Optimization exercise on an open flow, not production practice. RTL: at most simulated, not proved equivalent. Function not checked: runs 1 to 5. Power: default activity.

## design/flow/design.v

```verilog
`timescale 1ns/1ps
`default_nettype none
package mem_bus_pkg;
    localparam int unsigned ADDR_W = 32;
    localparam int unsigned BEAT_W = 64;
    localparam int unsigned WORD_W = 32;
    localparam int unsigned WORDS_PER_BEAT = BEAT_W / WORD_W;
endpackage
`default_nettype wire
`timescale 1ns/1ps
`default_nettype none
package stream_pkg;
    localparam int unsigned NODE_NUM = 4;
    localparam int unsigned LANE_FIFO_DEPTH = 8;
    localparam int unsigned MAX_OUTSTANDING = 16;
    localparam int unsigned COUNT_W = 4;
    localparam int unsigned OFFS_W = 17;
    localparam int unsigned CFG_W = 64;
    localparam int unsigned TRANS_W = NODE_NUM + 1;
endpackage
`default_nettype wire
`timescale 1ns/1ps
`default_nettype none
module stream_fifo #(
    parameter int unsigned WIDTH = 32,
    parameter int unsigned DEPTH = 8
) (
    input  logic                       clk_i,
    input  logic                       rst_ni,
    input  logic                       push_i,
    input  logic [WIDTH-1:0]           data_i,
    input  logic                       pop_i,
    output logic [WIDTH-1:0]           data_o,
    output logic                       empty_o,
    output logic                       full_o,
    output logic [$clog2(DEPTH+1)-1:0] count_o
);
    logic [WIDTH-1:0]           mem_q [DEPTH];
    logic [$clog2(DEPTH)-1:0]   wr_ptr_q;
    logic [$clog2(DEPTH)-1:0]   rd_ptr_q;
    logic [$clog2(DEPTH+1)-1:0] count_q;
    logic                       push_ok;
    logic                       pop_ok;
    assign empty_o = (count_q == '0);
    assign full_o  = (32'(count_q) == DEPTH);
    assign count_o = count_q;
    assign data_o  = mem_q[rd_ptr_q];
    assign push_ok = push_i && (!full_o || pop_i);
    assign pop_ok  = pop_i && !empty_o;
    always_ff @(posedge clk_i) begin
        if (push_ok) begin
            mem_q[wr_ptr_q] <= data_i;
        end
    end
    always_ff @(posedge clk_i or negedge rst_ni) begin
        if (!rst_ni) begin
            wr_ptr_q <= '0;
            rd_ptr_q <= '0;
            count_q  <= '0;
        end else begin
            if (push_ok) begin
                wr_ptr_q <= (32'(wr_ptr_q) == DEPTH - 1) ? '0 : wr_ptr_q + 1'b1;
            end
            if (pop_ok) begin
                rd_ptr_q <= (32'(rd_ptr_q) == DEPTH - 1) ? '0 : rd_ptr_q + 1'b1;
            end
            if (push_ok && !pop_ok) begin
                count_q <= count_q + 1'b1;
            end else if (!push_ok && pop_ok) begin
                count_q <= count_q - 1'b1;
            end
        end
    end
endmodule
`default_nettype wire
`timescale 1ns/1ps
`default_nettype none
module node_stream_lane (
    input  logic        clk_i,
    input  logic        rst_ni,
    input  logic [63:0] cfg_i,
    input  logic        active_i,
    input  logic        restart_i,
    input  logic        grant_i,
    input  logic        push_i,
    input  logic [31:0] word_i,
    output logic        req_o,
    output logic [31:0] req_addr_o,
    output logic        end_o,
    output logic [31:0] data_o,
    output logic        valid_o,
    input  logic        ready_i
);
    localparam int unsigned OFFS_W          = stream_pkg::OFFS_W;
    localparam int unsigned COUNT_W         = stream_pkg::COUNT_W;
    localparam int unsigned LANE_FIFO_DEPTH = stream_pkg::LANE_FIFO_DEPTH;
    logic [31:0]        cfg_base;
    logic [15:0]        cfg_size;
    logic [15:0]        cfg_stride;
    logic [OFFS_W-1:0]  offset_q;
    logic [COUNT_W-1:0] pending_q;
    logic [COUNT_W-1:0] fifo_count;
    logic [COUNT_W:0]   fill;
    logic               fifo_empty;
    logic               pop;
    assign cfg_base   = cfg_i[63:32];
    assign cfg_size   = cfg_i[31:16];
    assign cfg_stride = cfg_i[15:0];
    always_ff @(posedge clk_i or negedge rst_ni) begin
        if (!rst_ni) begin
            offset_q <= '0;
        end else if (restart_i) begin
            offset_q <= '0;
        end else if (grant_i) begin
            offset_q <= offset_q + {1'b0, cfg_stride};
        end
    end
    always_ff @(posedge clk_i or negedge rst_ni) begin
        if (!rst_ni) begin
            pending_q <= '0;
        end else if (grant_i && !push_i) begin
            pending_q <= pending_q + 1'b1;
        end else if (!grant_i && push_i) begin
            pending_q <= pending_q - 1'b1;
        end
    end
    assign fill  = {1'b0, fifo_count} + {1'b0, pending_q};
    assign end_o = (offset_q >= {1'b0, cfg_size});
    assign req_o      = active_i && !end_o && (32'(fill) < LANE_FIFO_DEPTH);
    assign req_addr_o = cfg_base + {{(32-OFFS_W){1'b0}}, offset_q};
    assign valid_o = !fifo_empty;
    assign pop     = valid_o && ready_i;
    stream_fifo #(
        .WIDTH (32),
        .DEPTH (LANE_FIFO_DEPTH)
    ) u_data_fifo (
        .clk_i   (clk_i),
        .rst_ni  (rst_ni),
        .push_i  (push_i),
        .data_i  (word_i),
        .pop_i   (pop),
        .data_o  (data_o),
        .empty_o (fifo_empty),
        .full_o  (),
        .count_o (fifo_count)
    );
endmodule
`default_nettype wire
`timescale 1ns/1ps
`default_nettype none
module read_issue_ctrl #(
    parameter int unsigned NODE_NUM = 4
) (
    input  logic                   clk_i,
    input  logic                   rst_ni,
    input  logic                   start_i,
    input  logic [NODE_NUM-1:0]    lane_req_i,
    input  logic [32*NODE_NUM-1:0] lane_addr_i,
    input  logic [NODE_NUM-1:0]    lane_end_i,
    input  logic                   outst_empty_i,
    input  logic                   outst_full_i,
    output logic [NODE_NUM-1:0]    grant_o,
    output logic                   active_o,
    output logic                   restart_o,
    output logic [NODE_NUM:0]      trans_o,
    output logic                   trans_push_o,
    output logic                   done_o,
    output logic [31:0]            ar_addr_o,
    output logic                   ar_valid_o,
    input  logic                   ar_ready_i
);
    logic                  run_q;
    logic                  run_d;
    logic [NODE_NUM-1:0]   rot_prev_q;
    logic [NODE_NUM-1:0]   rot_prev_d;
    logic [2*NODE_NUM-1:0] double_req;
    logic [2*NODE_NUM-1:0] double_grant;
    logic                  ar_free;
    logic                  arb_enable;
    logic                  new_trans;
    logic                  wait_q;
    logic                  wait_d;
    logic [31:0]           sel_addr;
    logic [31:0]           addr_q;
    always_comb begin
        run_d = run_q;
        if (start_i) begin
            run_d = 1'b1;
        end else if (run_q && (&lane_end_i) && outst_empty_i) begin
            run_d = 1'b0;
        end
    end
    assign active_o  = run_q;
    assign restart_o = run_q && !run_d;
    assign done_o    = !run_q;
    assign ar_free    = !wait_q || ar_ready_i;
    assign arb_enable = ar_free && !outst_full_i;
    always_comb begin
        double_req   = {lane_req_i, lane_req_i};
        double_grant = double_req & ~(double_req - {{NODE_NUM{1'b0}}, rot_prev_q});
        if (arb_enable) begin
            grant_o = double_grant[NODE_NUM-1:0] | double_grant[2*NODE_NUM-1:NODE_NUM];
        end else begin
            grant_o = '0;
        end
    end
    assign new_trans = |grant_o;
    assign rot_prev_d = new_trans ? {grant_o[NODE_NUM-2:0], grant_o[NODE_NUM-1]} : rot_prev_q;
    always_comb begin
        sel_addr = '0;
        for (int i = 0; i < NODE_NUM; i++) begin
            if (grant_o[i]) begin
                sel_addr = sel_addr | lane_addr_i[32*i +: 32];
            end
        end
    end
    assign wait_d = ar_free ? new_trans : wait_q;
    assign trans_o      = {grant_o, sel_addr[2]};
    assign trans_push_o = new_trans;
    assign ar_valid_o = wait_q;
    assign ar_addr_o  = {addr_q[31:3], 3'b000};
    always_ff @(posedge clk_i or negedge rst_ni) begin
        if (!rst_ni) begin
            run_q      <= 1'b0;
            wait_q     <= 1'b0;
            rot_prev_q <= {{(NODE_NUM-1){1'b0}}, 1'b1};
        end else begin
            run_q      <= run_d;
            wait_q     <= wait_d;
            rot_prev_q <= rot_prev_d;
        end
    end
    always_ff @(posedge clk_i) begin
        if (new_trans) begin
            addr_q <= sel_addr;
        end
    end
endmodule
`default_nettype wire
`timescale 1ns/1ps
`default_nettype none
module read_return_steer #(
    parameter int unsigned NODE_NUM        = 4,
    parameter int unsigned MAX_OUTSTANDING = 10
) (
    input  logic                clk_i,
    input  logic                rst_ni,
    input  logic [NODE_NUM:0]   trans_i,
    input  logic                trans_push_i,
    input  logic [63:0]         r_data_i,
    input  logic                r_valid_i,
    output logic                r_ready_o,
    output logic [31:0]         word_o,
    output logic [NODE_NUM-1:0] lane_push_o,
    output logic                outst_empty_o,
    output logic                outst_full_o
);
    logic [NODE_NUM:0] head;
    assign r_ready_o = 1'b1;
    assign word_o = head[0] ? r_data_i[63:32] : r_data_i[31:0];
    assign lane_push_o = r_valid_i ? head[NODE_NUM:1] : '0;
    stream_fifo #(
        .WIDTH (NODE_NUM + 1),
        .DEPTH (MAX_OUTSTANDING)
    ) u_tracker (
        .clk_i   (clk_i),
        .rst_ni  (rst_ni),
        .push_i  (trans_push_i),
        .data_i  (trans_i),
        .pop_i   (r_valid_i),
        .data_o  (head),
        .empty_o (outst_empty_o),
        .full_o  (outst_full_o),
        .count_o ()
    );
endmodule
`default_nettype wire
`timescale 1ns/1ps
`default_nettype none
module stream_reader_top (
    input  logic          clk_i,
    input  logic          rst_ni,
    input  logic          start_i,
    input  logic [255:0]  lane_cfg_i,
    output logic          done_o,
    output logic [31:0]   ar_addr_o,
    output logic          ar_valid_o,
    input  logic          ar_ready_i,
    input  logic [63:0]   r_data_i,
    input  logic          r_valid_i,
    output logic          r_ready_o,
    output logic [127:0]  data_o,
    output logic [3:0]    valid_o,
    input  logic [3:0]    ready_i
);
    localparam int unsigned NL    = stream_pkg::NODE_NUM;
    localparam int unsigned TRK_D = stream_pkg::MAX_OUTSTANDING;
    localparam int unsigned PTR_W = $clog2(TRK_D);
    logic        run_q;
    logic        issued_q;    
    logic [1:0]  cur_q;       
    logic [31:2] addr_q;      
    logic [16:0] rem_q;       
    logic [15:2] step_q;      
    logic        s4_q;        
    logic        first_q;     
    logic        trk_empty;
    logic [1:0]  nxt;
    logic [31:2] nxt_base;
    logic [15:0] nxt_size;
    logic [15:2] nxt_stride;
    logic        nxt_s4;
    logic        reading;
    logic        lane_end;
    logic        lane_load;
    logic        two;
    logic        ar_take;
    logic        trk_full_q;
    logic        drained;
    assign nxt = cur_q + 1'b1;
    always_comb begin
        nxt_base   = lane_cfg_i[64*nxt+34 +: 30];
        nxt_size   = lane_cfg_i[64*nxt+16 +: 16];
        nxt_stride = lane_cfg_i[64*nxt+2 +: 14];
    end
    assign nxt_s4 = (nxt_stride == 14'd1);
    assign reading   = run_q && !issued_q;
    assign lane_end  = rem_q[16];
    assign lane_load = start_i || (reading && lane_end && cur_q != 2'(NL - 1));
    assign two = s4_q && !addr_q[2] && (rem_q[15:2] != '0);
    assign ar_valid_o = reading && !lane_end && !trk_full_q;
    assign ar_addr_o  = {addr_q[31:3], 3'b000};
    assign ar_take    = ar_valid_o && ar_ready_i;
    assign drained    = issued_q && trk_empty;
    assign done_o     = !run_q || drained;
    always_ff @(posedge clk_i or negedge rst_ni) begin
        if (!rst_ni) begin
            run_q    <= 1'b0;
            issued_q <= 1'b0;
            cur_q    <= 2'(NL - 1);
        end else begin
            if (start_i) begin
                run_q <= 1'b1;
            end else if (drained) begin
                run_q <= 1'b0;
            end
            if (lane_load) begin
                cur_q    <= nxt;
                issued_q <= 1'b0;
            end else if (reading && lane_end) begin
                issued_q <= 1'b1;
            end
        end
    end
    always_ff @(posedge clk_i) begin
        if (lane_load) begin
            addr_q  <= nxt_base;
            rem_q   <= {1'b0, nxt_size} - 17'd1;
            first_q <= 1'b1;
            s4_q   <= nxt_s4;
            step_q <= nxt_s4 ? (nxt_base[2] ? 14'd1 : 14'd2) : nxt_stride;
        end else if (ar_take) begin
            addr_q  <= addr_q + {16'b0, step_q};
            first_q <= 1'b0;
            rem_q  <= rem_q - {1'b0, step_q, 2'b00};
            if (s4_q) begin
                step_q <= 14'd2;
            end
        end
    end
    logic [1:0]       ring_q [TRK_D];
    logic [PTR_W-1:0] wr_q;
    logic [PTR_W-1:0] rd_q;
    logic [PTR_W:0]   cnt_q;
    logic [1:0]       rl_q;       
    logic [NL-1:0]    sel_q;
    logic             half_q;
    logic             last_q;
    logic [1:0]       entry;
    logic [1:0]       load;
    logic [NL-1:0]    lane_s4;
    logic [NL-1:0]    lane_odd;
    logic [NL-1:0]    has_words;
    logic [1:0]       load_lane;
    logic [NL-1:0]    pop_sel;
    logic             take;
    logic             pop;
    logic             to_head;
    logic             from_ring;
    assign entry     = {first_q, s4_q ? two : addr_q[2]};
    assign trk_empty = (cnt_q == '0);
    assign pop_sel = last_q ? sel_q : '0;
    assign take    = r_valid_i && |(ready_i & sel_q);
    assign pop     = r_valid_i && |(ready_i & pop_sel);
    assign to_head   = ar_take && ((cnt_q == '0) || ((cnt_q == 1) && pop));
    assign from_ring = pop && (cnt_q > 1);
    assign load      = from_ring ? ring_q[rd_q] : entry;
    for (genvar l = 0; l < NL; l++) begin : g_has
        assign has_words[l] = |lane_cfg_i[64*l+16 +: 16];
        assign lane_s4[l]   = (lane_cfg_i[64*l+2 +: 14] == 14'd1);
        assign lane_odd[l]  = lane_cfg_i[64*l+34];
    end
    always_comb begin
        load_lane = rl_q;
        if (load[1]) begin
            if (has_words[2'(rl_q + 2'd1)]) begin
                load_lane = rl_q + 2'd1;
            end else if (has_words[2'(rl_q + 2'd2)]) begin
                load_lane = rl_q + 2'd2;
            end else if (has_words[2'(rl_q + 2'd3)]) begin
                load_lane = rl_q + 2'd3;
            end
        end
    end
    always_ff @(posedge clk_i) begin
        ring_q[wr_q] <= entry;
    end
    always_ff @(posedge clk_i or negedge rst_ni) begin
        if (!rst_ni) begin
            wr_q       <= '0;
            rd_q       <= '0;
            cnt_q      <= '0;
            rl_q       <= 2'(NL - 1);
            sel_q      <= '0;
            trk_full_q <= 1'b0;
            half_q     <= 1'b0;
            last_q     <= 1'b0;
        end else begin
            if (ar_take && !to_head) begin
                wr_q <= wr_q + 1'b1;
            end
            if (from_ring) begin
                rd_q <= rd_q + 1'b1;
            end
            trk_full_q <= !pop && (trk_full_q || (ar_take && 32'(cnt_q) == TRK_D - 1));
            if (ar_take && !pop) begin
                cnt_q <= cnt_q + 1'b1;
            end else if (!ar_take && pop) begin
                cnt_q <= cnt_q - 1'b1;
            end
            if (start_i) begin
                rl_q <= 2'(NL - 1);
            end else if (to_head || from_ring) begin
                rl_q <= load_lane;
            end
            if (to_head || from_ring) begin
                for (int l = 0; l < NL; l++) begin
                    sel_q[l] <= (load_lane == 2'(l));
                end
                if (lane_s4[load_lane]) begin
                    half_q <= load[1] && lane_odd[load_lane];
                    last_q <= !load[0];
                end else begin
                    half_q <= load[0];
                    last_q <= 1'b1;
                end
            end else if (pop) begin
                sel_q  <= '0;
            end else if (take) begin
                half_q <= 1'b1;
                last_q <= 1'b1;
            end
        end
    end
    assign r_ready_o = pop;
    for (genvar l = 0; l < NL; l++) begin : g_lane
        assign valid_o[l]         = r_valid_i && sel_q[l];
        assign data_o[32*l +: 32] = half_q ? r_data_i[63:32] : r_data_i[31:0];
    end
endmodule
`default_nettype wire
```

## design/flow/flow/run.sh

```bash
#!/bin/bash
# Standard layout, with the smallest plain buffer on every port and a
# clock tree of mid-size buffers without dummy loads
set -o pipefail
export BUFFER_PORTS_ARGS="-buffer_cell sky130_fd_sc_hd__buf_1"
export CTS_ARGS="-sink_clustering_enable -repair_clock_nets -dont_use_dummy_load -buf_list {sky130_fd_sc_hd__clkbuf_4 sky130_fd_sc_hd__clkbuf_8}"
bash standard.sh > standard.log 2>&1
```

## design/flow/standard.sh

```bash
#!/bin/bash
# synth_recipe.tcl (not shown) runs the flow's synth.tcl, then flattens the netlist and writes it again
# the make line also repeats each setting of config.mk as NAME=value (left out here)
make -C /OpenROAD-flow-scripts/flow DESIGN_CONFIG=/design/flow/config.mk WORK_HOME=/design/flow/orfs CLKGATE_MAP_FILE= SYNTH_SCRIPT=/design/flow/synth_recipe.tcl "${@:-finish}"
```

## design/flow/config.mk

```make
export PLATFORM = sky130hd
export DESIGN_NAME = stream_reader_top
export DESIGN_NICKNAME = stream_reader_top
export VERILOG_FILES = /design/flow/design.v
export SDC_FILE = /design/flow/constraint.sdc
export NUM_CORES = 4
export LEC_CHECK = 0
export CAP_MARGIN = 20
export CORE_MARGIN = 2
export CORE_UTILIZATION = 40
export SETUP_SLACK_MARGIN = 2.5
export SLEW_MARGIN = 20
```

## design/flow/constraint.sdc

```tcl
create_clock -name core_clock -period 5.5 [get_ports {clk_i}]
set_input_delay 1.1000 -clock core_clock [delete_from_list [all_inputs] [get_ports {clk_i}]]
set_output_delay 1.1000 -clock core_clock [all_outputs]
set_load 0.01 [all_outputs]
```

==> results.txt, run 1 <==
- Status: no timing/DRC/antenna violations
- Crit path DAT: 1.90 ns
- Initial Utilization: 40.43%
- Crit path max fanout: 2
- Fin cells: 1727
- Routed vias: 9613
- Final worst path period need: 3.003 ns
- Post-synth ARST share: 21.85%
- Worst-Skew Late Latency: 0.46 ns
- Synthesized flop and latch total: 119
- Register area share after synthesis: 32.82%
- Synth cell types: 72
- DRC Markers: 0
- Post-Place Cells: 1678
- Io pins: 496
- Die Wd: 165.8 um
- Worst R2R Start: cur_q[0]$_DFFE_PN1N_
- Fin crit share: 54.59%
- Nets: 1755
- WL final: 36630 um
- Clk sink count: 119
- WP data required: 4.40 ns
- Routed Antenna Nets: 0
- Global-route wire length before repair: 53170 um
- HP Start: cur_q[1]$_DFFE_PN1N_
- P per Cell Area: 628.5 mW/mm2
- Post-synthesis adder-cell area fraction: 5.159%
- Router iterations before antenna repair: 5
- Routed WL per cell: 21.21 um
- Maxcap violations: 0
- Initial DRC Count: 741
- Cell Area, Synth: 0.01048 mm2
- Simple logic cell fraction of the synthesized area: 16.31%
- Synthesized instance count: 1027
- End of the worst register-to-register path: rem_q[14]$_DFFE_PP_
- HPWL after DPL: 29570 um
- Largest family of logic cells by synthesized area: multiplexers
- RSZ-0062 raised after global routing: yes
- Initial antenna violation count: 18
- Max Transition Viols Final: 0
- Power Total: 7.794 mW
- TritonCTS clock tree: yes
- Kind of end point of the critical path: output port
- Core area: 0.02591 mm2
- Place WS: 1.843 ns
- Clk slew on worst S/H paths: 0.07 ns
- Gpl congestion: 0.9573
- Hold EP: cur_q[1]$_DFFE_PN1N_
- Static Leak: 4.351 nW
- Largest net degree at the start of global routing: 54
- CTS root buf: clkbuf_8
- Port bufs: 476
- Hold buffer count at cts: 0
- Worst hold path class: flop to flop
- Post-synthesis mux area share: 19.38%
- Grt ovf: 0
- GRT Util Overall: 25.33%
- # rows: 59
- Relative slew slack: 48.24%
- Die Footprint: 0.02750 mm2
- Worst-Margin Slew: 0.7693 ns
- R2R Setup Slk: 2.59 ns
- Final Hold Fails: 0
- Mean Syn Cell Area: 10.20 um2
- Vias per cell: 5.566
- Number of global-route vias before repair: 9017
- Die Y: 165.8 um
- Final Worst Setup Slack: 2.497 ns
- H-tree depth: 4
- FF-to-FF path depth: 8
- Peak VDD IR: 286.4 uV
- EDFF count, synth: 92
- Worst Hold Path Cells: 2
- Xor/xnor share of the synthesized area: 4.013%
- Top_reg_cell synth: edfxtp_1
- Final setup violation count: 0
- Setup TNS: 0 ns
- Setup CP Type: primary input to output port
- Total CTS buffers: 17
- Synth-to-layout area growth: 18.37%
- Layout cell share with drive strength beyond 1: 14.69%
- Warning count from the yosys run: 1
- Clock skew: 0.03490 ns
- Max Fclk: 333.0 MHz
- CTS Buffer Depth: 2
- Crit start category: primary input
- Compound-Gate Fraction of Synth Area: 10.06%
==> sequential cells by signal, summed over array words and instances, names as in the netlist <==
register,flops
addr_q,30
cnt_q,5
cur_q,2
first_q,1
half_q,1
issued_q,1
last_q,1
rd_q,4
rem_q,15
ring_q,32
rl_q,2
run_q,1
s4_q,1
sel_q,4
step_q,14
trk_full_q,1
wr_q,4
==> cell usage in the layout, fill, tap and decap left out, types with 5 or more instances in the layout <==
cell type	instances
a21o_1	6
a21oi_1	25
a31oi_1	9
and2_1	30
and3_1	14
buf_1	475
buf_4	25
clkbuf_8	17
dfrtp_1	21
diode_2	10
edfxtp_1	92
ha_1	38
inv_1	36
mux2_2	34
mux2i_1	9
mux4_2	64
nand2_1	100
nand2b_1	6
nand3_1	25
nand4_1	8
nor2_1	53
nor2b_1	10
nor3_1	7
nor4_1	22
nor4_2	6
nor4_4	6
nor4b_1	5
o2111ai_1	7
o21ai_0	62
or2_2	6
or3_1	9
xnor2_1	35
xor2_1	13
==> cell families after synthesis <==
kind of cell    count (synthesis)
buf+inv                       206
fa+ha+maj                      42
flops                         119
compound gates                166
simple gates                  333
mux                           112
xor+xnor                       48
other cells                     1
==> through the flow <==
stage	util (%)	hold slack (ns)	instance area, um2
6_report	47.86	0.4779	12400
3_3_place_gp	44.88	0.4489	11630
3_5_place_dp	44.88	0.4548	11630
2_1_floorplan	-	0.4368	10500
5_1_grt	47.77	0.5162	12380
4_1_cts	46.61	0.4800	12080
==> per-layer routing <==
metal	GRT usage, %	wire length, um	up-vias
met3	5.386	2328	55
met2	44.90	18580	399
met5	0	38	-
met1	31.23	14720	4717
li1	-	-	4436
met4	6.957	959	6
==> report_power, final <==
part | total [mW] | internal (mW) | leakage, nW | switching, mW
Sequential | 1.97 | 1.58 | 1.22 | 0.397
Combinational | 5.22 | 2.32 | 3.01 | 2.91
Clock | 0.598 | 0.271 | 0.122 | 0.326
==> cell usage after synthesis (13+ instances only) <==
cell,n,area share (%)
mux2_2,34,3.7
o21ai_0,63,3.0
xnor2_1,35,2.9
ha_1,40,4.8
buf_4,128,9.2
nor4_1,34,2.0
nand3_1,26,1.2
inv_1,36,1.3
edfxtp_1,92,26
xor2_1,13,1.1
mux4_2,64,14
nor2_1,54,1.9
dfrtp_1,22,5.3
clkbuf_1,27,0.97
a21oi_1,28,1.3
and2_1,31,1.9
nand2_1,101,3.6
and3_1,14,0.84
==> worst max path at each step <==
stage                       startpoint                   end  slack [ns]
2_1_floorplan          lane_cfg_i[146]   rem_q[14]$_DFFE_PP_        2.38
3_3_place_gp            lane_cfg_i[93]    half_q$_DFFE_PN0P_        1.90
3_5_place_dp            lane_cfg_i[93]    half_q$_DFFE_PN0P_        1.84
4_1_cts                     ready_i[2]             r_ready_o        2.50
5_1_grt        step_q[3]$_SDFFCE_PP1P_  addr_q[31]$_DFFE_PP_        2.46
6_report                    ready_i[0]             r_ready_o        2.50
==> final cells by class <==
cell class              count  area (um2)
fillers                  2475       13510
multi-input cells         704        6087
flip-flops and latches    119        3446
repair buffers            505        2048
well taps                 335       419.2
clock buffers              17       234.0
inverters                  37       141.4
diodes                     10       25.02
==> repair_timing <==
| action | 4_1_cts | 5_1_grt |
|---|---|---|
| gates resized for setup | 26 | 38 |
| setup endpoints to repair | 38 | 27 |
| setup buffers | 11 | 11 |
| pin swaps | 5 | 13 |
==> worst max-delay path: stages <==
cell and delay, ns:
buf_1 0.07, a22o_1 0.21, o21a_2 0.23, and2_4 0.17, buf_6 0.12
==> inputs of run 2 (changes only) <==
--- a/design/flow/config.mk
+++ b/design/flow/config.mk
@@ -6,4 +6,5 @@
 export NUM_CORES = 4
 export LEC_CHECK = 0
+export ABC_AREA = 1
 export CAP_MARGIN = 20
 export CORE_MARGIN = 2
==> results.txt, run 2 <==
- Status: no timing/DRC/antenna violations
- Worst-Margin Slew: 0.8099 ns
- H-tree depth: 4
- Gpl congestion: 0.9010
- Layout cell share with drive strength beyond 1: 7.483%
- CTS Buffer Depth: 2
- Fin crit share: 52.89%
- Register area share after synthesis: 31.47%
- Crit path max fanout: 33
- Total CTS buffers: 17
- TritonCTS clock tree: yes
- Commonest non-fill, non-tap cell in the layout: buf_1
- Buf/Inv on CP: 2
- Mean Syn Cell Area: 7.391 um2
- Place WS: 1.879 ns
- Clock skew: 0.02974 ns
- Largest register FFs: 32
- CP Cell Sequence: buf_4 -> mux2_2 -> buf_1
- Peak VDD IR: 394.6 uV
- HPWL after DPL: 28490 um
- Crit path DAT: 1.81 ns
- Fin cells: 2145
- Die Y: 169.3 um
- Crit start category: flop
- Setup CP Type: flop to output port
- Routed vias: 11130
- Routed WL per cell: 16.69 um
- GRT Util Overall: 23.84%
- Cell Area, Synth: 0.01092 mm2
- DRC Markers: 0
- Synthesized flop and latch total: 119
- Port bufs: 476
- Hold EP: trk_full_q$_DFF_PN0_
- Final Worst Setup Slack: 2.591 ns
- Hold Slack: 0.5069 ns
- Grt ovf: 0
- HP Start: trk_full_q$_DFF_PN0_
- Static Leak: 4.974 nW
- Warning count from the yosys run: 1
- Top delay family on crit path: buffers and inverters
- FF-to-FF path depth: 9
- EDFF count, synth: 92
- Kind of end point of the critical path: output port
- Worst stage delay on the critical path: 0.45 ns
- Initial antenna violation count: 0
- Synthesized instance count: 1478
- Final worst path period need: 2.909 ns
- Cell taking the most area after synthesis: edfxtp_1
- Post-synth ARST share: 21.85%
- Vias per cell: 5.191
- Max Transition Viols Final: 0
- RSZ-0062 raised after global routing: yes
- Synth top cells by count: nand2_1 (300), nor2_1 (197), buf_4 (131), o21ai_0 (131), inv_1 (109)
- Worst-Skew Late Latency: 0.44 ns
- Placed Area: 0.01200 mm2
- WL final: 35790 um
- Final Hold Fails: 0
- Hold buffer count at cts: 0
- Global-route wire length before repair: 53220 um
- Router iterations before antenna repair: 5
- Antenna diodes: 0
- Nets: 2177
- Clk sink count: 119
- Worst hold path class: flop to flop
- Io pins: 496
- Fillers: 2803
- WP data required: 4.40 ns
- Relative slew slack: 46.00%
- Commonest non-fill, non-tap cells in the layout: buf_1 (475), nand2_1 (298), nor2_1 (197)
- Initial DRC Count: 794
- Core area: 0.02688 mm2
- Largest net degree at the start of global routing: 76
- Regs by FF count: ring_q: 32 flops, addr_q: 30 flops, rem_q: 15 flops
- Routed Antenna Nets: 0
- Final setup violation count: 0
- P per Cell Area: 669.8 mW/mm2
- Area contributors post-synth: edfxtp_1 (25%), nand2_1 (10%), buf_4 (9.0%)
- # rows: 60
- CTS root buf: clkbuf_8
- Post-Place Cells: 2121
- Die Wd: 169.3 um
- Synth-to-layout area growth: 13.44%
- Final design utilization: 46.11%
- Count leader, synth: nand2_1
- Number of global-route vias before repair: 9903
- Final Instance Area: 0.01239 mm2
- Clk slew on worst S/H paths: 0.07 ns
- Power Total: 8.300 mW
- Synth cell types: 61
- Worst R2R Start: cur_q[0]$_DFFE_PN1N_
- End of the worst register-to-register path: step_q[7]$_SDFFCE_PP0P_
- Top_reg_cell synth: edfxtp_1
- Die Footprint: 0.02865 mm2
- R2R Setup Slk: 2.65 ns
- Worst Hold Path Cells: 2
- CP max-delay cell: mux2_2
- Max Fclk: 343.8 MHz
- Maxcap violations: 0
- Largest register by flop count: ring_q
- Initial Utilization: 40.65%
- Setup TNS: 0 ns
- Yosys top cell area share: 25.29%
run 2: cell types whose count changed in the layout (fill, tap and decap cells not counted), sizes merged, moves of 21 or more:
cell	before	now
o21ai	63	148
mux4	68	0
and2	31	1
o22ai	1	30
nor4	34	13
inv	37	117
nand2	101	315
a21oi	28	82
xnor2	35	10
nor2	55	205
nand3	26	54
run 2: worst max-delay path by stage:
stage	start	end	slack (ns)	cells after the start
4_1_cts	cur_q[0]$_DFFE_PN1N_	rem_q[13]$_DFFE_PP_	2.48	10
5_1_grt	step_q[2]$_SDFFCE_PP0P_	rem_q[14]$_DFFE_PP_	2.47	13
2_1_floorplan	r_data_i[36]	data_o[100]	2.85	2
6_report	half_q$_DFFE_PN0P_	data_o[75]	2.59	3
3_3_place_gp	cur_q[0]$_DFFE_PN1N_	rem_q[13]$_DFFE_PP_	1.88	9
3_5_place_dp	cur_q[0]$_DFFE_PN1N_	rem_q[13]$_DFFE_PP_	1.88	11
run 2: repair_timing:
item | in CTS | in global routing
pin swaps | 1 | 1
endpoints found under the setup margin | 31 | 27
gates resized for setup | 10 | 15
buffers inserted | 4 | 3
run 2: layout make-up:
type	count	area [um2]	area share [%]
Clock buffer	17	234.0	1.888
Tap cell	341	426.7	3.443
Multi-Input combinational cell	1056	5859	47.28
Inverter	119	466.7	3.766
Sequential cell	119	3442	27.78
Timing Repair Buffer	493	1963	15.84
run 2: report_power, final:
group / total (mW) / internal [mW] / leakage, nW / switching (mW)
combinational: 5.71 / 2.01 / 3.64 / 3.70
sequential: 2.02 / 1.60 / 1.21 / 0.419
clock: 0.577 / 0.271 / 0.122 / 0.306
run 2: routing by layer:
metal / wire length (um) / vias up / share of wire, % / GRT usage [%]
met5: 0 / - / 0 / 0
met4: 630 / 0 / 1.8 / 6.429
met3: 2272 / 43 / 6.3 / 3.731
met2: 16570 / 430 / 46 / 37.66
met1: 16320 / 5140 / 46 / 33.95
li1: - / 5521 / - / -
run 2: logic make-up after synthesis:
| logic type | share of synthesized area (%) |
|---|---|
| DFF | 31.47 |
| other | 0.03433 |
| buffers and inverters | 15.50 |
| adders and majority gates | 4.948 |
| muxes | 3.574 |
| xor gates and xnor gates | 2.966 |
| and+or+nand+nor | 25.13 |
| AOI/OAI and AO/OA | 16.38 |
run 2: worst register-to-register path: stages, from the launching register on:
cell and delay, ns:
dfstp_4 0.70, ha_4 0.20, buf_6 0.29, o21ai_0 0.15, o22ai_1 0.33, nand2_1 0.09, or3_1 0.41, o21ai_4 0.22
buf_4 0.17, nor2_1 0.04
==> inputs of run 3 (changes only) <==
--- a/design/flow/design.v
+++ b/design/flow/design.v
@@ -396,8 +396,14 @@
     assign from_ring = pop && (cnt_q > 1);
     assign load      = from_ring ? ring_q[rd_q] : entry;
-    for (genvar l = 0; l < NL; l++) begin : g_has
-        assign has_words[l] = |lane_cfg_i[64*l+16 +: 16];
-        assign lane_s4[l]   = (lane_cfg_i[64*l+2 +: 14] == 14'd1);
-        assign lane_odd[l]  = lane_cfg_i[64*l+34];
+    always_ff @(posedge clk_i) begin
+        for (int l = 0; l < NL; l++) begin
+            if (lane_load && nxt == 2'(l)) begin
+                has_words[l] <= (nxt_size != '0);
+                lane_s4[l]   <= nxt_s4;
+            end
+        end
+    end
+    for (genvar l = 0; l < NL; l++) begin : g_odd
+        assign lane_odd[l] = lane_cfg_i[64*l+34];
     end
     always_comb begin
--- a/design/flow/config.mk
+++ b/design/flow/config.mk
@@ -6,5 +6,4 @@
 export NUM_CORES = 4
 export LEC_CHECK = 0
-export ABC_AREA = 1
 export CAP_MARGIN = 20
 export CORE_MARGIN = 2
==> results.txt, run 3 <==
- Initial Utilization: 40.55%
- Clock skew: 0.04392 ns
- WP data required: 5.76 ns
- Worst-Skew Late Latency: 0.44 ns
- Global routing usage on met2: 44.49%
- GR Util met3: 3.146%
- RSZ-0062 raised after global routing: yes
- Pint: 4.345 mW
- Final worst path period need: 2.988 ns
- Top_reg_cell synth: edfxtp_1
- Final Hold Fails: 0
- Hold buffer count at cts: 0
- Max Fclk: 334.7 MHz
- Clk network pwr share: 7.3%
- Place WS: 1.829 ns
- Commonest non-fill, non-tap cells in the layout: buf_1 (476), edfxtp_1 (100), nand2_1 (83)
- Kind of end point of the critical path: flop
- Die Wd: 166.1 um
- EDFF count, synth: 100
- Peak VDD IR: 326.8 uV
- CTS Buffer Depth: 2
- Layout cell share with drive strength beyond 1: 13.84%
- Nets: 1714
- Register area share after synthesis: 35.01%
- Clk slew on worst S/H paths: 0.07 ns
- Core area: 0.02591 mm2
- Die Y: 166.1 um
- Post-synth ARST share: 20.47%
- CTS root buf: clkbuf_8
- Setup CP Type: flop to flop
- DRC Markers: 0
- HPWL after DPL: 26680 um
- Largest net degree at the start of global routing: 54
- Routed WL per cell: 19.57 um
- Crit path max fanout: 7
- Router iterations before antenna repair: 5
- Vias per cell: 5.176
- Worst hold path class: flop to flop
- Largest register by flop count: ring_q
- P per Cell Area: 646.7 mW/mm2
- Final setup violation count: 0
- Logic pwr share: 66.8%
- Flop pwr share: 25.8%
- Crit start category: flop
- Synth-to-layout area growth: 16.29%
- Global-route wire length before repair: 46720 um
- Synth top cells by count: buf_4 (128), edfxtp_1 (100), nand2_1 (83)
- Total CTS buffers: 17
- Routed Antenna Nets: 0
- Grt ovf: 0
- Largest register FFs: 32
- Area contributors post-synth: edfxtp_1 (29%), mux4_2 (14%), buf_4 (9.1%)
- Yosys top cell area share: 28.58%
- Gpl congestion: 0.8564
- Crit path DAT: 3.25 ns
- H-tree depth: 4
- Cell taking the most area after synthesis: edfxtp_1
- Synthesized instance count: 974
- Maxcap violations: 0
- Synthesized flop and latch total: 127
- GRT Util Overall: 22.67%
- Synth cell types: 77
- WL final: 32760 um
- Routed vias: 8665
- Switching share of power: 45.02%
- Mean Syn Cell Area: 10.79 um2
- Regs by FF count: ring_q: 32 flops, addr_q: 30 flops, rem_q: 15 flops
- Io pins: 496
- Final Worst Setup Slack: 2.512 ns
- Met1 Usage GRT: 24.19%
- Count leader, synth: buf_4
- Worst-Margin Slew: 0.7506 ns
- Number of global-route vias before repair: 8148
- Setup TNS: 0 ns
- Initial DRC Count: 534
- Fin crit share: 54.32%
- Relative slew slack: 49.89%
- TritonCTS clock tree: yes
- Initial antenna violation count: 9
- Hold Slack: 0.5229 ns
- Port bufs: 476
- # rows: 59
- Die Footprint: 0.02758 mm2
- Clk sink count: 127
- Static Leak: 4.430 nW
- P_sw: 3.557 mW
- Commonest non-fill, non-tap cell in the layout: buf_1
- Cell Area, Synth: 0.01051 mm2
- Max Transition Viols Final: 0
- Most used routing layer: met2
- Warning count from the yosys run: 1
- Status: no timing/DRC/antenna violations
[run 3: metrics by stage]
step                      area [um2]  utilization, %  cells  power, mW
after floorplan                10520               -    976      6.066
after global placement         11600           44.76   1629      6.830
after detailed placement       11600           44.76   1629      6.889
after CTS                      11980           46.23   1652      7.714
after global routing           12220           47.15   1674      8.531
final                          12220           47.15   1674      7.902
[run 3: cell type report]
class	instances	area [um2]
fillers	2502	13690
multi-input cells	642	5567
flip-flops and latches	127	3682
repair buffers	510	2155
well taps	335	419.2
clock buffers	17	234.0
inverters	41	156.4
diodes	2	5.005
[run 3: cells by family after synthesis]
kind of cell / synth area share [%]
AOI/OAI and AO/OA: 9.408
buffers and inverters: 12.85
xor gates and xnor gates: 4.764
other: 0.03569
muxes: 19.34
and+or+nand+nor: 12.97
DFF: 35.01
adders and majority gates: 5.621
[run 3: what timing repair did]
item / in CTS / in global routing
setup buffers: 5 / 18
cloned: 1 / 2
endpoints found under the hold margin: 0 / 0
pin swaps: 4 / 9
endpoints found under the setup margin: 37 / 66
gates resized for setup: 13 / 9
[run 3: power groups by stage]
stage	clock [mW]	combinational [mW]	sequential, mW
6_report	0.580	5.28	2.04
3_3_place_gp	0	4.77	2.06
3_5_place_dp	0	4.82	2.07
5_1_grt	0.633	5.80	2.10
4_1_cts	0.598	5.07	2.05
2_1_floorplan	0	4.21	1.85
[run 3: worst max-delay path, stage by stage, from the launching register on]
cell and delay (ns):
dfstp_4 0.68, inv_4 0.06, ha_4 0.31, mux4_2 0.35
nor4b_4 0.38, and4bb_2 0.33, nand3b_4 0.11, nor3_4 0.26
buf_6 0.13, nand2b_4 0.07, mux2i_1 0.13
[run 3: path summary, 6_finish.rpt]
path,from,end,slack (ns),cells after the start
max in group asynchronous,rst_ni,cur_q[1]$_DFFE_PN1N_,4.54,2
hold reg to reg,trk_full_q$_DFF_PN0_,trk_full_q$_DFF_PN0_,0.52,2
hold / removal,trk_full_q$_DFF_PN0_,trk_full_q$_DFF_PN0_,0.52,2
min in group asynchronous,rst_ni,issued_q$_DFFE_PN0P_,0.65,2
setup reg to reg,cur_q[0]$_DFFE_PN1N_,rem_q[16]$_DFFE_PP_,2.51,10
setup / recovery,cur_q[0]$_DFFE_PN1N_,rem_q[16]$_DFFE_PP_,2.51,10
[run 3: routing by layer]
metal,part of all wire [%],up-vias
li1,-,4159
met1,36,4067
met2,56,379
met3,4.8,60
met4,3.4,0
met5,0,-
==> inputs of run 4 (changes only) <==
--- a/design/flow/config.mk
+++ b/design/flow/config.mk
@@ -6,4 +6,5 @@
 export NUM_CORES = 4
 export LEC_CHECK = 0
+export ABC_AREA = 1
 export CAP_MARGIN = 20
 export CORE_MARGIN = 2
==> results.txt, run 4 <==
- Crit path max fanout: 9
- Worst hold path class: flop to flop
- Routed Antenna Nets: 0
- Setup CP Type: primary input to output port
- Post-synthesis mux area share: 3.660%
- Initial antenna violation count: 0
- Synth-to-layout area growth: 13.81%
- Final setup violation count: 0
- Initial Utilization: 40.70%
- Met2 wire length: 16340 um
- Power Total: 8.688 mW
- Crit start category: primary input
- Final Worst Setup Slack: 2.586 ns
- Synth top cells by count: nand2_1 (330), nor2_1 (150), buf_4 (131)
- # rows: 60
- Port bufs: 476
- Synth cell types: 56
- Antenna diodes: 0
- Vias per cell: 5.150
- Post-synthesis adder-cell area fraction: 5.399%
- Yosys top cell area share: 27.45%
- Die Wd: 169.4 um
- P per Cell Area: 697.9 mW/mm2
- Core area: 0.02688 mm2
- Max Fclk: 343.2 MHz
- Worst-Margin Slew: 0.7425 ns
- Largest net degree at the start of global routing: 94
- Crit path DAT: 1.81 ns
- Routed vias: 10860
- WL final: 34770 um
- Peak VDD IR: 357.6 uV
- WP data required: 4.40 ns
- GRT Util Overall: 23.44%
- Compound-Gate Fraction of Synth Area: 16.27%
- DR top layer: met4
- Clk slew on worst S/H paths: 0.07 ns
- Kind of end point of the critical path: output port
- RSZ-0062 raised after global routing: yes
- Total CTS buffers: 17
- TritonCTS clock tree: yes
- Metal3 WL: 2133 um
- Post-synth ARST share: 20.47%
- EDFF count, synth: 100
- Layout cell share with drive strength beyond 1: 7.301%
- Commonest non-fill, non-tap cells in the layout: buf_1 (475), nand2_1 (329), nor2_1 (150)
- Global-route wire length before repair: 52090 um
- Synthesized flop and latch total: 127
- Register area share after synthesis: 33.63%
- Fillers: 2775
- Gpl congestion: 0.9075
- FF/Latch Area: 0.003686 mm2
- Die Footprint: 0.02868 mm2
- FF-to-FF path depth: 8
- Cell Area, Synth: 0.01094 mm2
- Grt ovf: 0
- Top_reg_cell synth: edfxtp_1
- Synthesized instance count: 1445
- Largest family of logic cells by synthesized area: simple AND/OR/NAND/NOR gates
- Clock skew: 0.03159 ns
- Worst Hold Path Cells: 2
- Final Hold Fails: 0
- Multi-input gate area: 0.005629 mm2
- Router iterations before antenna repair: 5
- WL met1: 15600 um
- Io pins: 496
- Warning count from the yosys run: 1
- Nets: 2144
- Area contributors post-synth: edfxtp_1 (27%), nand2_1 (11%), buf_4 (9.0%)
- Regs by FF count: ring_q: 32 flops, addr_q: 30 flops, rem_q: 15 flops
- Initial DRC Count: 791
- Routed WL per cell: 16.49 um
- Xor/xnor share of the synthesized area: 2.642%
- Die Y: 169.4 um
- Relative slew slack: 50.50%
- Largest register FFs: 32
- Setup TNS: 0 ns
- R2R Setup Slk: 2.59 ns
- H-tree depth: 4
- HPWL after DPL: 26880 um
- Final worst path period need: 2.914 ns
- Fin crit share: 52.98%
- Static Leak: 5.119 nW
- Count leader, synth: nand2_1
- Place WS: 1.220 ns
- Clk sink count: 127
- Commonest non-fill, non-tap cell in the layout: buf_1
- Maxcap violations: 0
- Cell taking the most area after synthesis: edfxtp_1
- CTS Buffer Depth: 2
- Number of global-route vias before repair: 9606
- Mean Syn Cell Area: 7.570 um2
- CTS root buf: clkbuf_8
- DRC Markers: 0
- Max Transition Viols Final: 0
- Worst-Skew Late Latency: 0.44 ns
- Status: no timing/DRC/antenna violations
- Simple logic cell fraction of the synthesized area: 22.43%
- Largest register by flop count: ring_q
==> run 4: cell types whose count changed after synthesis, moves of 38 or more <==
cell     change
a21oi_1     +61
and2_1      -38
inv_1       +71
mux4_2      -63
nand2_1    +247
nand3_1     +51
nor2_1      +91
o21ai_0     +64
==> run 4: path summary, 6_finish.rpt <==
| kind | from | end |
|---|---|---|
| min reg2reg | trk_full_q$_DFF_PN0_ | trk_full_q$_DFF_PN0_ |
| max | ready_i[1] | r_ready_o |
| min in group asynchronous | rst_ni | cnt_q[2]$_DFFE_PN0P_ |
| max in group asynchronous | rst_ni | rl_q[1]$_DFFE_PN1P_ |
| max reg2reg | cur_q[0]$_DFFE_PN1N_ | rem_q[5]$_DFFE_PP_ |
| min | trk_full_q$_DFF_PN0_ | trk_full_q$_DFF_PN0_ |
==> run 4: cell families (layout without fill, tap and decap cells) <==
group                      Yosys count  in the layout
AOI/OAI and AO/OA                  300            301
xor gates and xnor gates            33             33
adders and majority gates           46             46
buffers and inverters              311            630
DFF                                127            127
muxes                               36             36
other                                1              3
and+or+nand+nor                    591            591
==> run 4: worst max-delay path, stage by stage <==
cell      delay, ns
buf_1          0.10
nand3_1        0.09
nand2_1        0.08
inv_1          0.03
nand2_1        0.10
nand2_4        0.11
inv_1          0.07
clkbuf_2       0.12
==> run 4: per-stage QoR <==
stage                     hold slack [ns]  utilization [%]  instance area, um2  cells
after floorplan                    0.4660                -               11070   1447
after global placement             0.4889            44.63               11990   2081
after detailed placement           0.5064            44.63               11990   2081
after CTS                          0.5205            46.08               12380   2106
after global routing               0.5492            46.32               12450   2108
final                              0.5171            46.32               12450   2108
==> run 4: area by class of cell <==
class / instances / share of cell area [%]
clock buffer: 17 / 1.880
timing repair buffer: 493 / 16.05
inverter: 120 / 3.809
tap: 341 / 3.427
sequential: 127 / 29.61
multi-input combinational: 1010 / 45.22
==> run 4: timing repair <==
action	in CTS	in global routing
buffers inserted	7	2
pin swaps	2	5
cloned	1	0
setup endpoints to repair	126	38
resized for setup	12	12
hold buffers	0	0
==> run 4: power breakdown <==
group	leakage (nW)	switching [mW]	internal, mW	total, mW
combinational	3.72	3.86	2.17	6.03
clock	0.122	0.316	0.271	0.588
sequential	1.28	0.403	1.67	2.07
==> run 4: metal layers <==
layer	up-vias	global-route usage, %
li1	5376	-
met1	5031	32.90
met2	418	37.69
met3	31	3.545
met4	0	6.429
met5	-	0
==> inputs of run 5 (changes only) <==
--- a/design/flow/design.v
+++ b/design/flow/design.v
@@ -299,5 +299,5 @@
     logic        run_q;
     logic        issued_q;    
-    logic [1:0]  cur_q;       
+    logic [1:0]  nxt_q;       
     logic [31:2] addr_q;      
     logic [16:0] rem_q;       
@@ -306,5 +306,4 @@
     logic        first_q;     
     logic        trk_empty;
-    logic [1:0]  nxt;
     logic [31:2] nxt_base;
     logic [15:0] nxt_size;
@@ -318,14 +317,13 @@
     logic        trk_full_q;
     logic        drained;
-    assign nxt = cur_q + 1'b1;
     always_comb begin
-        nxt_base   = lane_cfg_i[64*nxt+34 +: 30];
-        nxt_size   = lane_cfg_i[64*nxt+16 +: 16];
-        nxt_stride = lane_cfg_i[64*nxt+2 +: 14];
+        nxt_base   = lane_cfg_i[64*nxt_q+34 +: 30];
+        nxt_size   = lane_cfg_i[64*nxt_q+16 +: 16];
+        nxt_stride = lane_cfg_i[64*nxt_q+2 +: 14];
     end
     assign nxt_s4 = (nxt_stride == 14'd1);
     assign reading   = run_q && !issued_q;
     assign lane_end  = rem_q[16];
-    assign lane_load = start_i || (reading && lane_end && cur_q != 2'(NL - 1));
+    assign lane_load = start_i || (reading && lane_end && nxt_q != '0);
     assign two = s4_q && !addr_q[2] && (rem_q[15:2] != '0);
     assign ar_valid_o = reading && !lane_end && !trk_full_q;
@@ -338,5 +336,5 @@
             run_q    <= 1'b0;
             issued_q <= 1'b0;
-            cur_q    <= 2'(NL - 1);
+            nxt_q    <= '0;
         end else begin
             if (start_i) begin
@@ -346,5 +344,5 @@
             end
             if (lane_load) begin
-                cur_q    <= nxt;
+                nxt_q    <= nxt_q + 1'b1;
                 issued_q <= 1'b0;
             end else if (reading && lane_end) begin
@@ -398,5 +396,5 @@
     always_ff @(posedge clk_i) begin
         for (int l = 0; l < NL; l++) begin
-            if (lane_load && nxt == 2'(l)) begin
+            if (lane_load && nxt_q == 2'(l)) begin
                 has_words[l] <= (nxt_size != '0);
                 lane_s4[l]   <= nxt_s4;
--- a/design/flow/config.mk
+++ b/design/flow/config.mk
@@ -6,5 +6,4 @@
 export NUM_CORES = 4
 export LEC_CHECK = 0
-export ABC_AREA = 1
 export CAP_MARGIN = 20
 export CORE_MARGIN = 2
==> results.txt, run 5 <==
- Hold Slack: 0.5271 ns
- Worst Hold Path Cells: 2
- Routed Antenna Nets: 0
- Post-synth ARST share: 20.47%
- Relative slew slack: 36.97%
- Metal3 WL: 1763 um
- Initial antenna violation count: 2
- Maxcap violations: 0
- Global-route wire length before repair: 42750 um
- WP data required: 5.69 ns
- Synthesized flop and latch total: 127
- FF-to-FF path depth: 10
- Kind of end point of the critical path: flop
- Synth-to-layout area growth: 16.50%
- Io pins: 496
- Crit start category: flop
- Met2 wire length: 15710 um
- Crit path max fanout: 8
- Clk slew on worst S/H paths: 0.08 ns
- Top_reg_cell synth: edfxtp_1
- Nets: 1690
- EDFF count, synth: 100
- Cell Area, Synth: 0.01040 mm2
- Initial DRC Count: 428
- CTS Buffer Depth: 2
- H-tree depth: 4
- P per Cell Area: 614.7 mW/mm2
- Clk sink count: 127
- Routed WL per cell: 18.15 um
- Commonest non-fill, non-tap cells in the layout: buf_1 (476), edfxtp_1 (100), nand2_1 (79)
- Port bufs: 476
- Fin crit share: 54.23%
- DR top layer: met5
- Mean Syn Cell Area: 10.84 um2
- Static Leak: 4.332 nW
- CTS root buf: clkbuf_8
- Vias per cell: 5.186
- HPWL after DPL: 24270 um
- Router iterations before antenna repair: 5
- RSZ-0062 raised after global routing: yes
- Antenna diodes: 0
- Worst-Margin Slew: 0.9454 ns
- Total CTS buffers: 17
- Crit path DAT: 3.17 ns
- Number of global-route vias before repair: 7964
- Cell taking the most area after synthesis: edfxtp_1
- Place WS: 2.020 ns
- WL met1: 11790 um
- TritonCTS clock tree: yes
- Fillers: 2483
- GRT Util Overall: 21.05%
- Die Footprint: 0.02730 mm2
- Yosys top cell area share: 28.88%
- Largest register by flop count: ring_q
- Area contributors post-synth: edfxtp_1 (29%), mux4_2 (14%), buf_4 (9.2%)
- Regs by FF count: ring_q: 32 flops, addr_q: 30 flops, rem_q: 15 flops
- Largest register FFs: 32
- Worst-Skew Late Latency: 0.44 ns
- Placed Area: 0.01155 mm2
- Synth cell types: 70
- Initial Utilization: 40.35%
- Synthesized instance count: 959
- Largest net degree at the start of global routing: 56
- Worst hold path class: flop to flop
- Gpl congestion: 0.8686
- FF/Latch Area: 0.003682 mm2
- Warning count from the yosys run: 1
- Peak VDD IR: 391.0 uV
- Status: no timing/DRC/antenna violations
- Register area share after synthesis: 35.36%
- Count leader, synth: buf_4
- Clock skew: 0.02983 ns
- Grt ovf: 0
- Setup CP Type: flop to flop
- Power Total: 7.445 mW
- Max Fclk: 335.3 MHz
- Final worst path period need: 2.983 ns
- Synth top cells by count: buf_4 (128), edfxtp_1 (100), nand2_1 (82)
- Routed vias: 8551
- WL final: 29940 um
- Final setup violation count: 0
- Final Instance Area: 0.01211 mm2
- Die Y: 165.2 um
- DRC Markers: 0
- Core area: 0.02576 mm2
- Commonest non-fill, non-tap cell in the layout: buf_1
- Max Transition Viols Final: 0
- Die Wd: 165.2 um
- Layout cell share with drive strength beyond 1: 14.84%
- Multi-input gate area: 0.005602 mm2
- # rows: 59
- Final Worst Setup Slack: 2.517 ns
- Setup TNS: 0 ns
- Final Hold Fails: 0
-- run 5: cell count changes in the layout (fill, tap and decap cells not counted), moves of 12 or more --
cell | before | now
xnor2_1 | 13 | 39
a21oi_1 | 76 | 28
nand3_1 | 60 | 9
nand2_1 | 329 | 79
o21ai_0 | 109 | 53
and3_1 | 0 | 12
and2_1 | 0 | 37
nor2_1 | 150 | 36
inv_1 | 110 | 34
mux4_2 | 0 | 68
o22ai_1 | 27 | 2
buf_4 | 8 | 22
-- run 5: area by class of cell --
type / count / area share (%)
clock buffer: 17 / 1.932
multi-input combinational: 630 / 46.25
inverter: 37 / 1.209
sequential: 127 / 30.40
tap: 335 / 3.461
timing repair buffer: 503 / 16.75
-- run 5: critical path, stage by stage, from the launching register on --
cell and delay, ns:
edfxtp_1 0.43, ha_1 0.30, a21o_1 0.16, a21o_1 0.24, a2111oi_4 0.44, o211ai_1 0.26, a2111oi_4 0.37, buf_6 0.20
nor3_1 0.07, xnor2_1 0.20, o21ai_1 0.07
-- run 5: path summary, 6_finish.rpt --
path                                              start              endpoint  slack, ns
worst min register to register     sel_q[1]$_DFFE_PN0P_  sel_q[1]$_DFFE_PN0P_       0.53
worst max-delay path            step_q[3]$_SDFFCE_PP1P_  addr_q[23]$_DFFE_PP_       2.52
max in group asynchronous                        rst_ni  nxt_q[0]$_DFFE_PN0N_       4.54
worst max register to register  step_q[3]$_SDFFCE_PP1P_  addr_q[23]$_DFFE_PP_       2.52
min in group asynchronous                        rst_ni     run_q$_DFFE_PN0P_       0.65
worst min-delay path               sel_q[1]$_DFFE_PN0P_  sel_q[1]$_DFFE_PN0P_       0.53
-- run 5: metal layers --
| layer | vias up | global-route usage (%) |
|---|---|---|
| met5 | - | 0 |
| met2 | 351 | 38.14 |
| met4 | 2 | 6.719 |
| li1 | 4114 | - |
| met1 | 4047 | 25.14 |
| met3 | 37 | 3.971 |
-- run 5: power by group --
group / internal (mW) / leakage (nW) / switching, mW / total, mW
Sequential: 1.63 / 1.29 / 0.409 / 2.04
Clock: 0.272 / 0.122 / 0.322 / 0.593
Combinational: 2.16 / 2.92 / 2.64 / 4.81
-- run 5: per-stage QoR --
step	cells	utilization, %
after global routing	1649	47.01
after CTS	1632	46.09
after detailed placement	1612	44.83
final	1649	47.01
after global placement	1612	44.81
after floorplan	961	-
-- run 5: repair_timing --
action                     in CTS  in global routing
hold buffers                    0                  0
cloned                          0                  0
setup endpoints to repair      59                 40
gates resized for setup        14                 32
pin swaps                       4                 18
setup buffers                   3                 17
-- run 5: logic make-up (layout without fill, tap and decap cells) --
| logic type | count (synthesis) | count (layout) | share of synthesized area (%) |
|---|---|---|---|
| and+or+nand+nor | 255 | 255 | 12.79 |
| buffers and inverters | 204 | 557 | 12.22 |
| AOI/OAI and AO/OA | 157 | 157 | 9.556 |
| DFF | 127 | 127 | 35.36 |
| muxes | 112 | 112 | 19.52 |
| xor gates and xnor gates | 58 | 58 | 4.959 |
| adders and majority gates | 45 | 45 | 5.560 |
| other | 1 | 3 | 0.03607 |
==> inputs of run 6 (changes only) <==
--- a/design/flow/design.v
+++ b/design/flow/design.v
@@ -327,4 +327,10 @@
     assign lane_load = start_i || (reading && lane_end && nxt_q != '0);
     assign two = s4_q && !addr_q[2] && (rem_q[15:2] != '0);
+    logic [14:0] addr_lo_sum;
+    logic [31:16] addr_hi_inc;
+    logic [31:2] addr_step;
+    assign addr_lo_sum = {1'b0, addr_q[15:2]} + {1'b0, step_q};
+    assign addr_hi_inc = addr_q[31:16] + 1'b1;
+    assign addr_step   = {addr_lo_sum[14] ? addr_hi_inc : addr_q[31:16], addr_lo_sum[13:0]};
     assign ar_valid_o = reading && !lane_end && !trk_full_q;
     assign ar_addr_o  = {addr_q[31:3], 3'b000};
@@ -359,5 +365,5 @@
             step_q <= nxt_s4 ? (nxt_base[2] ? 14'd1 : 14'd2) : nxt_stride;
         end else if (ar_take) begin
-            addr_q  <= addr_q + {16'b0, step_q};
+            addr_q  <= addr_step;
             first_q <= 1'b0;
             rem_q  <= rem_q - {1'b0, step_q, 2'b00};
==> results.txt, run 6 <==
- Synthesized flop and latch total: 127
- Yosys top cell area share: 29.67%
- Setup TNS: 0 ns
- Fillers: 2439
- CP Cell Sequence: ha_2 -> inv_2 -> fa_2 -> nor2b_1 -> o21ai_1 -> a21boi_1 -> o211ai_1 -> a21boi_2 -> nor3b_2 -> or3b_4 -> a22oi_2 -> buf_6 -> clkbuf_16
- H-tree depth: 4
- Post-synth ARST share: 20.47%
- Crit path DAT: 3.08 ns
- Synthesized instance count: 925
- Largest register FFs: 32
- Number of global-route vias before repair: 7708
- Top_reg_cell synth: edfxtp_1
- Mean Syn Cell Area: 10.94 um2
- Initial Utilization: 40.43%
- Io pins: 496
- Max Fclk: 342.4 MHz
- Initial antenna violation count: 1
- Register area share after synthesis: 36.32%
- Relative slew slack: 60.20%
- Routed WL per cell: 17.78 um
- Router iterations before antenna repair: 5
- Layout cell share with drive strength beyond 1: 13.51%
- Die Footprint: 0.02659 mm2
- Peak VDD IR: 219.0 uV
- Crit path max fanout: 8
- Cell Area, Synth: 0.01012 mm2
- Total CTS buffers: 17
- WL final: 28640 um
- Worst-Skew Late Latency: 0.44 ns
- Hold EP: sel_q[0]$_DFFE_PN0P_
- Synth cell types: 64
- FF/Latch Area: 0.003686 mm2
- Fin cells: 1611
- Worst hold path class: flop to flop
- Kind of end point of the critical path: flop
- CTS Buffer Depth: 2
- GRT Util Overall: 20.68%
- Status: no timing/DRC/antenna violations
- Fin crit share: 53.10%
- Die Y: 163.1 um
- Buf/Inv on CP: 3
- R2R Setup Slk: 2.58 ns
- Static Leak: 4.287 nW
- Largest net degree at the start of global routing: 91
- Routed vias: 8313
- Top delay family on crit path: compound AO/OA/AOI/OAI gates
- RSZ-0062 raised after global routing: yes
- Count leader, synth: buf_4
- Final setup violation count: 0
- Worst Hold Path Cells: 2
- Maxcap violations: 0
- Cell taking the most area after synthesis: edfxtp_1
- Crit start category: flop
- Largest register by flop count: ring_q
- Vias per cell: 5.160
- Max Transition Viols Final: 0
- Area contributors post-synth: edfxtp_1 (30%), mux4_2 (14%), buf_4 (9.6%)
- Multi-input gate area: 0.005270 mm2
- Worst-Margin Slew: 0.5956 ns
- TritonCTS clock tree: yes
- Gpl congestion: 0.8411
- HPWL after DPL: 23460 um
- Grt ovf: 0
- Initial DRC Count: 385
- DRC Markers: 0
- Commonest non-fill, non-tap cell in the layout: buf_1
- P per Cell Area: 596.4 mW/mm2
- Global-route wire length before repair: 41350 um
- Synth top cells by count: buf_4 (129), edfxtp_1 (100), nand2_1 (84)
- Worst stage delay on the critical path: 0.40 ns
- CP max-delay cell: or3b_4
- End of the worst register-to-register path: addr_q[22]$_DFFE_PP_
- CTS root buf: clkbuf_8
- Hold buffer count at cts: 0
- Final Hold Fails: 0
- Core area: 0.02504 mm2
- Setup CP Type: flop to flop
- WP data required: 5.66 ns
- Commonest non-fill, non-tap cells in the layout: buf_1 (476), edfxtp_1 (100), nand2_1 (83)
- Clk slew on worst S/H paths: 0.07 ns
- Warning count from the yosys run: 1
- HP Start: sel_q[0]$_DFFE_PN0P_
- Synth-to-layout area growth: 16.61%
- FF-to-FF path depth: 13
- Final worst path period need: 2.920 ns
- # rows: 58
- Nets: 1658
- EDFF count, synth: 100
- Post-Place Cells: 1575
- Clk sink count: 127
- Port bufs: 476
- Routed Antenna Nets: 0
- Worst R2R Start: addr_q[2]$_DFFE_PP_
- Clock skew: 0.02096 ns
- Die Wd: 163.1 um
- Regs by FF count: ring_q: 32 flops, addr_q: 30 flops, rem_q: 15 flops
- Antenna diodes: 0
## run 6: changes by cell type after synthesis, sizes merged, moves of 5 or more
cell   delta
a21o      -6
a21oi     -9
nor2     +15
nor4      -5
o21ai     -8
xnor2    -12
xor2      +9
## run 6: layout make-up
| class | count | share of cell area (%) |
|---|---|---|
| clock buffer | 17 | 1.982 |
| inverter | 36 | 1.145 |
| multi-input combinational | 599 | 44.65 |
| sequential | 127 | 31.23 |
| tap | 330 | 3.498 |
| timing repair buffer | 502 | 17.50 |
## run 6: where the power goes
part	switching [mW]	internal, mW	total (mW)
Sequential	0.390	1.64	2.03
Clock	0.310	0.271	0.581
Combinational	2.39	2.04	4.43
## run 6: worst max path at each step
stage / startpoint / to / slack [ns] / cells after the start
2_1_floorplan: ready_i[0] / half_q$_DFFE_PN0P_ / 2.45 / 8
3_3_place_gp: addr_q[2]$_DFFE_PP_ / addr_q[26]$_DFFE_PP_ / 2.05 / 11
3_5_place_dp: addr_q[2]$_DFFE_PP_ / addr_q[25]$_DFFE_PP_ / 1.99 / 11
4_1_cts: step_q[2]$_SDFFCE_PP0P_ / addr_q[29]$_DFFE_PP_ / 2.49 / 12
5_1_grt: step_q[2]$_SDFFCE_PP0P_ / addr_q[21]$_DFFE_PP_ / 2.47 / 13
6_report: addr_q[2]$_DFFE_PP_ / addr_q[22]$_DFFE_PP_ / 2.58 / 13
## run 6: through the flow
step | hold slack [ns] | util [%] | setup WS, ns | total power, mW | area (um2)
after global placement | 0.5020 | 45.23 | 2.047 | 6.237 | 11320
after CTS | 0.5271 | 46.43 | 2.490 | 6.946 | 11620
final | 0.5224 | 47.15 | 2.580 | 7.040 | 11800
after detailed placement | 0.5050 | 45.23 | 1.989 | 6.281 | 11320
after floorplan | 0.4635 | - | 2.452 | 5.520 | 10190
after global routing | 0.5491 | 47.15 | 2.467 | 7.656 | 11800
## run 6: tightest hold or removal path: stages (launching register included)
cell	delay, ns
dfrtp_1	0.37
nand2_1	0.06
nand2_1	0.06
## run 6: metal layers
layer	GRT usage, %	part of all wire (%)
met4	8.246	3.3
met5	0	0.038
met2	37.38	52
met3	3.860	5.9
met1	24.18	39
## run 6: logic make-up after synthesis
kind of cell / after synthesis / share of synthesized area (%)
flip-flops: 127 / 36.32
adder cells (fa/ha/maj): 46 / 5.834
multiplexers: 113 / 20.56
XOR/XNOR: 55 / 4.759
AND/OR/NAND/NOR: 252 / 12.20
AO/OA/AOI/OAI: 130 / 7.874
other: 1 / 0.03705
buffers and inverters: 201 / 12.42
## run 6: what timing repair did
item | CTS | global route
gates cloned | 0 | 1
resized for setup | 8 | 13
endpoints found under the hold margin | 0 | 0
pin swaps | 4 | 6
setup buffers | 4 | 14
setup endpoints to repair | 114 | 29
Testbench counts of run 6, summed over its fixed seeds: cycles 28,101, words 20,790.
==> inputs of run 7 (changes only) <==
--- a/design/flow/config.mk
+++ b/design/flow/config.mk
@@ -9,4 +9,4 @@
 export CORE_MARGIN = 2
 export CORE_UTILIZATION = 40
-export SETUP_SLACK_MARGIN = 2.5
+export SETUP_SLACK_MARGIN = 2.85
 export SLEW_MARGIN = 20
==> results.txt, run 7 <==
- Synth-to-layout area growth: 32.41%
- Initial DRC Count: 403
- Total CTS buffers: 17
- # rows: 58
- Top_reg_cell synth: edfxtp_1
- Hold buffer count at cts: 0
- Crit start category: flop
- GRT Util Overall: 21.46%
- Final worst path period need: 2.871 ns
- CP Cell Sequence: ha_2 -> inv_2 -> fa_2 -> nor2b_2 -> o21ai_2 -> a21boi_2 -> o211ai_1 -> a21boi_2 -> nor3b_2 -> or3b_4 -> a22oi_2 -> buf_6 -> clkbuf_16
- Router iterations before antenna repair: 5
- Mean Syn Cell Area: 10.94 um2
- Maxcap violations: 0
- Worst hold path class: flop to flop
- Commonest non-fill, non-tap cells in the layout: buf_1 (339), buf_6 (136), edfxtp_1 (100)
- Worst stage delay on the critical path: 0.40 ns
- Count leader, synth: buf_4
- Yosys top cell area share: 29.67%
- Fillers: 2185
- CTS Buffer Depth: 2
- EDFF count, synth: 100
- Layout cell share with drive strength beyond 1: 28.35%
- Post-synthesis mux area share: 20.56%
- Logic pwr share: 67.5%
- RSZ-0062 raised after global routing: yes
- Peak VDD IR: 251.2 uV
- DRC Markers: 0
- Fin crit share: 52.19%
- Die Footprint: 0.02659 mm2
- Relative slew slack: 46.27%
- Clk sink count: 127
- Global routing usage on met2: 40.33%
- Cell Area, Synth: 0.01012 mm2
- Final setup violation count: 0
- Final Worst Setup Slack: 2.629 ns
- CP max-delay cell: or3b_4
- Pint: 4.712 mW
- Grt ovf: 0
- Final design utilization: 53.53%
- Power Total: 8.078 mW
- HPWL after DPL: 22760 um
- Die Y: 163.1 um
- Max Fclk: 348.3 MHz
- Synthesized flop and latch total: 127
- P_sw: 3.366 mW
- Largest family of logic cells by synthesized area: multiplexers
- P per Cell Area: 602.7 mW/mm2
- Number of global-route vias before repair: 8047
- Place WS: 1.926 ns
- Kind of end point of the critical path: flop
- Switching share of power: 41.67%
- Hold Slack: 0.5302 ns
- Crit path DAT: 3.05 ns
- Simple logic cell fraction of the synthesized area: 12.20%
- Warning count from the yosys run: 1
- Nets: 1689
- Most used routing layer: met2
- Routed vias: 8521
- Worst-Skew Late Latency: 0.45 ns
- Synth top cells by count: buf_4 (129), edfxtp_1 (100), nand2_1 (84)
- WL final: 30620 um
- Status: no timing/DRC/antenna violations
- Setup CP Type: flop to flop
- Initial antenna violation count: 0
- Met1 Usage GRT: 24.18%
- Core area: 0.02504 mm2
- TritonCTS clock tree: yes
- Largest register by flop count: ring_q
- Port bufs: 476
- Final Hold Fails: 0
- Crit path max fanout: 8
- Area contributors post-synth: edfxtp_1 (30%), mux4_2 (14%), buf_4 (9.6%)
- Compound-Gate Fraction of Synth Area: 7.874%
- GR Util met3: 3.834%
- Largest register FFs: 32
- Gpl congestion: 0.8299
- Synth cell types: 64
- Post-synthesis adder-cell area fraction: 5.834%
- Max Transition Viols Final: 0
- Commonest non-fill, non-tap cell in the layout: buf_1
- Final Instance Area: 0.01340 mm2
- Register area share after synthesis: 36.32%
- Flop pwr share: 25.3%
- Worst-Margin Slew: 0.8032 ns
- Clock skew: 0.02392 ns
- Antenna diodes: 0
- Fin cells: 1642
- Largest net degree at the start of global routing: 61
- Routed WL per cell: 18.65 um
- Post-Place Cells: 1573
- WP data required: 5.68 ns
- Die Wd: 163.1 um
- Global-route wire length before repair: 43250 um
- Routed Antenna Nets: 0
- Placed Area: 0.01146 mm2
- Io pins: 496
- Synthesized instance count: 925
- Setup TNS: 0 ns
- Initial Utilization: 40.43%
- Regs by FF count: ring_q: 32 flops, addr_q: 30 flops, rem_q: 15 flops
- Static Leak: 5.309 nW
- Clk network pwr share: 7.3%
-- run 7: cell types whose count changed in the layout (fill, tap and decap cells not counted), sizes merged --
cell / change
clkbuf: +2
bufbuf: +2
buf: +27
-- run 7: kinds of logic after synthesis --
logic type | count (synthesis)
xor gates and xnor gates | 55
muxes | 113
DFF | 127
AOI/OAI and AO/OA | 130
adders and majority gates | 46
buffers and inverters | 201
other | 1
and+or+nand+nor | 252
-- run 7: power by group through the flow --
stage,combinational (mW),clock (mW),sequential [mW]
6_report,5.45,0.589,2.04
5_1_grt,5.95,0.642,2.10
4_1_cts,5.03,0.603,2.04
3_5_place_dp,4.24,0,2.10
3_3_place_gp,4.20,0,2.09
2_1_floorplan,3.77,0,1.84
-- run 7: repair_timing --
action | 4_1_cts | 5_1_grt
resized for setup | 214 | 165
pin swaps | 9 | 23
setup endpoints to repair | 205 | 169
gates cloned | 3 | 2
buffers inserted | 29 | 18
-- run 7: worst paths after layout --
kind | slack, ns | depth (start not counted) | to | from
max in group asynchronous | 4.52 | 2 | rl_q[0]$_DFFE_PN1P_ | rst_ni
max reg2reg | 2.63 | 13 | addr_q[17]$_DFFE_PP_ | step_q[2]$_SDFFCE_PP0P_
max | 2.63 | 13 | addr_q[17]$_DFFE_PP_ | step_q[2]$_SDFFCE_PP0P_
min reg2reg | 0.53 | 1 | last_q$_DFFE_PN0P_ | last_q$_DFFE_PN0P_
min in group asynchronous | 0.65 | 2 | wr_q[1]$_DFFE_PN0P_ | rst_ni
min | 0.53 | 1 | last_q$_DFFE_PN0P_ | last_q$_DFFE_PN0P_
-- run 7: final cells by class --
cell class	instances	area (um2)	share of cell area, %
Sequential cell	127	3689	27.52
Clock buffer	17	234.0	1.746
Timing Repair Buffer	533	3412	25.46
Inverter	36	142.6	1.064
Multi-Input combinational cell	599	5513	41.13
Tap cell	330	412.9	3.081
-- run 7: metal layers --
layer | share of wire [%] | up-vias | wire length, um
met1 | 38 | 4115 | 11630
met2 | 54 | 335 | 16460
met4 | 3.0 | 0 | 922
met3 | 5.2 | 50 | 1602
li1 | - | 4021 | -
met5 | 0 | - | 0
-- run 7: critical path, delay by kind of cell (launching register included) --
kind	cells	cell delay [ns]
compound gates	5	0.75
simple gates	3	0.60
fa+ha+maj	2	0.55
flops	1	0.37
buf+inv	3	0.34
